From an optimization exercise on the open Yosys and OpenROAD flow, aimed at small area, a short achievable clock period and few clock cycles per item; shortcuts taken in it are not production practice. Only simulation tests tie the RTL to the original design; equivalence was not proved. Power figures rest on the tool's default switching activity, not on a simulated workload.

==> flow/design.v (excerpt) <==
module spmv_top (
    input  logic        clk,
    input  logic        rst_l,
    input  logic        row_len_valid,
    input  logic [7:0]  row_len,
    output logic        row_len_credit,
    input  logic        grp_valid,
    input  logic [95:0] grp,
    output logic        grp_credit,
    output logic        out_valid,
    output logic [7:0]  out_byte,
    input  logic        out_credit
);
Size in the first run: roughly 2100 cells after synthesis, roughly 670 flip-flops, ~120 I/O pins.
clock: 10.0 ns
lec_check: 0
abc_clock_period_in_ps: 3000
cap_margin: 20
core_margin: 2
core_utilization: 65
cts_buf_list: sky130_fd_sc_hd__clkbuf_8
cts_cluster_diameter: 50
cts_cluster_size: 20
setup_slack_margin: 5
slew_margin: 20
run.sh (not shown) runs the stock make flow with config.mk's settings and CLKGATE_MAP_FILE= SYNTH_SCRIPT=/design/flow/synth_recipe.tcl, a recipe that flattens the netlist after the stock synthesis.
The starting point produced a clean layout.
Testbench counts at the start, summed over its fixed seeds: cycles 9,365, items 384.
==> next run, changes <==
==> flow/flow/run.sh (new file) <==
#!/bin/bash
set -euo pipefail
bash standard.sh SETUP_SLACK_MARGIN=7.5 finish > make_finish.log 2>&1
==> flow/standard.sh (new file) <==
#!/bin/bash
# synth_recipe.tcl (not shown) runs the flow's synth.tcl, then flattens the netlist and writes it again
# the make line also repeats each setting of config.mk as NAME=value (left out here)
make -C /OpenROAD-flow-scripts/flow DESIGN_CONFIG=/design/flow/config.mk WORK_HOME=/design/flow/orfs CLKGATE_MAP_FILE= SYNTH_SCRIPT=/design/flow/synth_recipe.tcl "${@:-finish}"
--- a/flow/config.mk
+++ b/flow/config.mk
@@ -7,3 +7,3 @@
 export LEC_CHECK = 0
-export ABC_CLOCK_PERIOD_IN_PS = 3000
+export ABC_AREA = 1
 export CAP_MARGIN = 20
@@ -12,5 +12,4 @@
 export CTS_BUF_LIST = sky130_fd_sc_hd__clkbuf_8
-export CTS_CLUSTER_DIAMETER = 50
-export CTS_CLUSTER_SIZE = 20
-export SETUP_SLACK_MARGIN = 5
+export CTS_CLUSTER_DIAMETER = 40
+export CTS_CLUSTER_SIZE = 16
 export SLEW_MARGIN = 20
removed: flow/run.sh
Result:
- Now the flow aborted during global routing (5_1_grt), error GRT-0232
- synthesized area went up by 1.6%
- synthesized cell count went up by 41%
==> next run, changes <==
==> flow/flow/run.sh (replaced) <==
#!/bin/bash
set -euo pipefail
bash standard.sh SETUP_SLACK_MARGIN=7 finish > make_finish.log 2>&1
- Now the flow finished clean
- synthesized area stays the same
- synthesized cell count stays the same


spmv_top again, from the RTL that the note above started with.
clock: 10.0 ns
lec_check: 0
abc_area: 1
cap_margin: 20
core_margin: 2
core_utilization: 65
cts_buf_list: sky130_fd_sc_hd__clkbuf_8
cts_cluster_diameter: 50
cts_cluster_size: 20
slew_margin: 20
standard.sh (not shown) runs the stock make flow with config.mk's settings and CLKGATE_MAP_FILE= SYNTH_SCRIPT=/design/flow/synth_recipe.tcl, a recipe that flattens the netlist after the stock synthesis.
==> flow/flow/run.sh <==
#!/bin/bash
set -euo pipefail
bash standard.sh SETUP_SLACK_MARGIN=7 finish > make_finish.log 2>&1
The baseline went through all stages and came out clean.
Testbench counts at the start, summed over its fixed seeds: cycles 9,365, items 384.
Then changed:
==> flow/flow/run.sh (replaced) <==
#!/bin/bash
set -euo pipefail
bash standard.sh SETUP_SLACK_MARGIN=6.5 finish > make_finish.log 2>&1
--- a/flow/config.mk
+++ b/flow/config.mk
@@ -8 +8 @@
-export ABC_AREA = 1
+export ABC_CLOCK_PERIOD_IN_PS = 3000
@@ -14,0 +15 @@
+export SETUP_SLACK_MARGIN = 5
The new run passed the timing, DRC and antenna checks.
Power went down by about 4.7%.
Synthesized cell count went down by 29%.
Via count went down by about 22%.
Global-route usage went down by 4.5 points.
Wire length went down by about 19%.
Worst setup slack got worse by 0.30 ns.
Sequential cell count stays the same.
Then changed:
==> flow/flow/run.sh (replaced) <==
#!/bin/bash
set -euo pipefail
bash standard.sh SETUP_SLACK_MARGIN=6.0 finish > make_finish.log 2>&1
Result:
- power came out lower by 7.2%
- count of clock-buffer cells in the layout rises by 3
- wire length goes down by 4.9%


## main
Starting RTL as in the previous note.
## spmv_top
module spmv_top (
    input  logic        clk,
    input  logic        rst_l,
    input  logic        row_len_valid,
    input  logic [7:0]  row_len,
    output logic        row_len_credit,
    input  logic        grp_valid,
    input  logic [95:0] grp,
    output logic        grp_credit,
    output logic        out_valid,
    output logic [7:0]  out_byte,
    input  logic        out_credit
);
    localparam int NL = cisr_pkg::NUM_LANES;
    localparam int PW = cisr_pkg::LANE_W;
    localparam int CW = cisr_pkg::COL_W;
    localparam int VW = cisr_pkg::VALUE_W;
    logic [cisr_pkg::LEN_W-1:0]    len_head;
    logic                          len_not_empty;
    logic                          len_pop;
    logic [NL*VW-1:0]              grp_val_in;
    logic [NL-1:0]                 grp_pad_in;
    logic [NL*VW-1:0]              grp_val;
    logic [NL-1:0]                 grp_pad;
    logic                          grp_not_empty;
    logic                          grp_pop;
    logic [cisr_pkg::SLOT_W-1:0]   alloc_slot;
    logic                          alloc_phase;
    logic [cisr_pkg::NUM_SLOTS-1:0] slot_phase;
    logic                          xfer_valid;
    logic [cisr_pkg::SLOT_W-1:0]   xfer_slot;
    logic [cisr_pkg::PSUM_W-1:0]   xfer_sum;
    logic                          head_done;
    logic [cisr_pkg::PSUM_W-1:0]   head_sum;
    logic                          release_head;
    always_comb begin
        for (int i = 0; i < NL; i++) begin
            grp_pad_in[i]          = (grp[i*PW +: CW] == cisr_pkg::COL_PAD);
            grp_val_in[i*VW +: VW] = grp[i*PW+CW +: VW];
        end
    end
    credit_fifo #(.WIDTH(cisr_pkg::LEN_W)) i_len_fifo (
        .clk, .rst_l,
        .in_valid  (row_len_valid), .in_data (row_len),
        .pop       (len_pop),       .not_empty (len_not_empty),
        .head      (len_head),      .credit (row_len_credit)
    );
    credit_fifo #(.WIDTH(NL*VW)) i_grp_fifo (
        .clk, .rst_l,
        .in_valid  (grp_valid),     .in_data (grp_val_in),
        .pop       (grp_pop),       .not_empty (),
        .head      (grp_val),       .credit (grp_credit)
    );
  ...
==> flow/config.mk <==
export PLATFORM = sky130hd
export DESIGN_NAME = spmv_top
export DESIGN_NICKNAME = spmv_top
export VERILOG_FILES = /design/flow/design.v
export SDC_FILE = /design/flow/constraint.sdc
export NUM_CORES = 4
export LEC_CHECK = 0
export ABC_CLOCK_PERIOD_IN_PS = 3000
export CAP_MARGIN = 20
export CORE_MARGIN = 2
export CORE_UTILIZATION = 65
export CTS_BUF_LIST = sky130_fd_sc_hd__clkbuf_8
export CTS_CLUSTER_DIAMETER = 50
export CTS_CLUSTER_SIZE = 20
export SETUP_SLACK_MARGIN = 5
export SLEW_MARGIN = 20
==> flow/constraint.sdc <==
create_clock -name core_clock -period 10.0 [get_ports {clk}]
set_input_delay 2.0000 -clock core_clock [delete_from_list [all_inputs] [get_ports {clk}]]
set_output_delay 2.0000 -clock core_clock [all_outputs]
set_load 0.01 [all_outputs]
==> flow/flow/run.sh <==
#!/bin/bash
set -euo pipefail
bash standard.sh SETUP_SLACK_MARGIN=7 finish > make_finish.log 2>&1
main finished all stages; the layout is clean.
Testbench counts of main, summed over its fixed seeds: cycles 9,365, items 384.
### main -> the feature branch
Settings: removing CTS_BUF_LIST (formerly sky130_fd_sc_hd__clkbuf_8); removing CTS_CLUSTER_DIAMETER (formerly 50); changing CORE_UTILIZATION from 65 to 40; removing CTS_CLUSTER_SIZE (formerly 20).
==> flow/run.sh (new file) <==
#!/bin/bash
# synth_recipe.tcl (not shown) runs the flow's synth.tcl, then flattens the netlist and writes it again
# the make line also repeats each setting of config.mk as NAME=value (left out here)
make -C /OpenROAD-flow-scripts/flow DESIGN_CONFIG=/design/flow/config.mk WORK_HOME=/design/flow/orfs CLKGATE_MAP_FILE= SYNTH_SCRIPT=/design/flow/synth_recipe.tcl finish
removed: flow/flow/run.sh
removed: flow/standard.sh
Utilization after layout (the feature branch over main): decrease, 34 points
The feature branch against main: global router's overall resource usage went down by 14 points; global routing met1 resource utilization saw a decrease; cell area has decreased.
Max combinational share of power across main and the feature branch: main
In the feature branch, non-clock inverter total of the final layout is lower than in main.
For the feature branch, the launching element of the worst setup path was i_grp_fifo.rd_ptr[0], unlike main, where it was i_slots.slot_phase[5].
The feature branch -> main: total grt overflow flat
Final cell count: the feature branch higher than main
Summary of the feature branch over main: worst hold slack about even; die span in x rose about 27%.
Comparing main and the feature branch, the lower post-layout worst setup margin is on the feature branch.

[static timing again, ports no longer ideal]
The flow's constraints put no driver on any port. The routed layouts listed below were extracted and timed again, unchanged, in two steps. Step 1 assumes that a clkbuf_16 drives the clock port and a buf_2 every other input. Step 2 times the ports against the registers' clock, not the clock port: input delays grow and output delays shrink by t, the midpoint of the rising clock arrivals with the driver on. Three values: ideal ports, drivers, drivers and shift; two values: the first two.
run | shift t [ns] | slack for setup (ns) | pins driven straight from the clock port
the first run of note 1 | 0.728 | 5.503 / 5.503 / 5.171 | 1
the third run of note 1 | 0.782 | 6.751 / 6.686 / 6.210 | 1
the first run of note 2 | 0.766 | 6.776 / 6.716 / 6.233 | 1
the second run of note 2 | 0.738 | 6.474 / 6.474 / 5.988 | 1
the third run of note 2 | 0.754 | 6.187 / 6.187 / 5.583 | 1
main | 0.761 | 6.517 / 6.517 / 6.376 | 1
the feature branch | 0.673 | 5.555 / 5.555 / 5.555 | 1
After both steps every run listed still meets setup and hold. The setup slack of the third run of note 2, which loses most, moves by 0.000 ns with the drivers and by -0.604 ns with both steps.
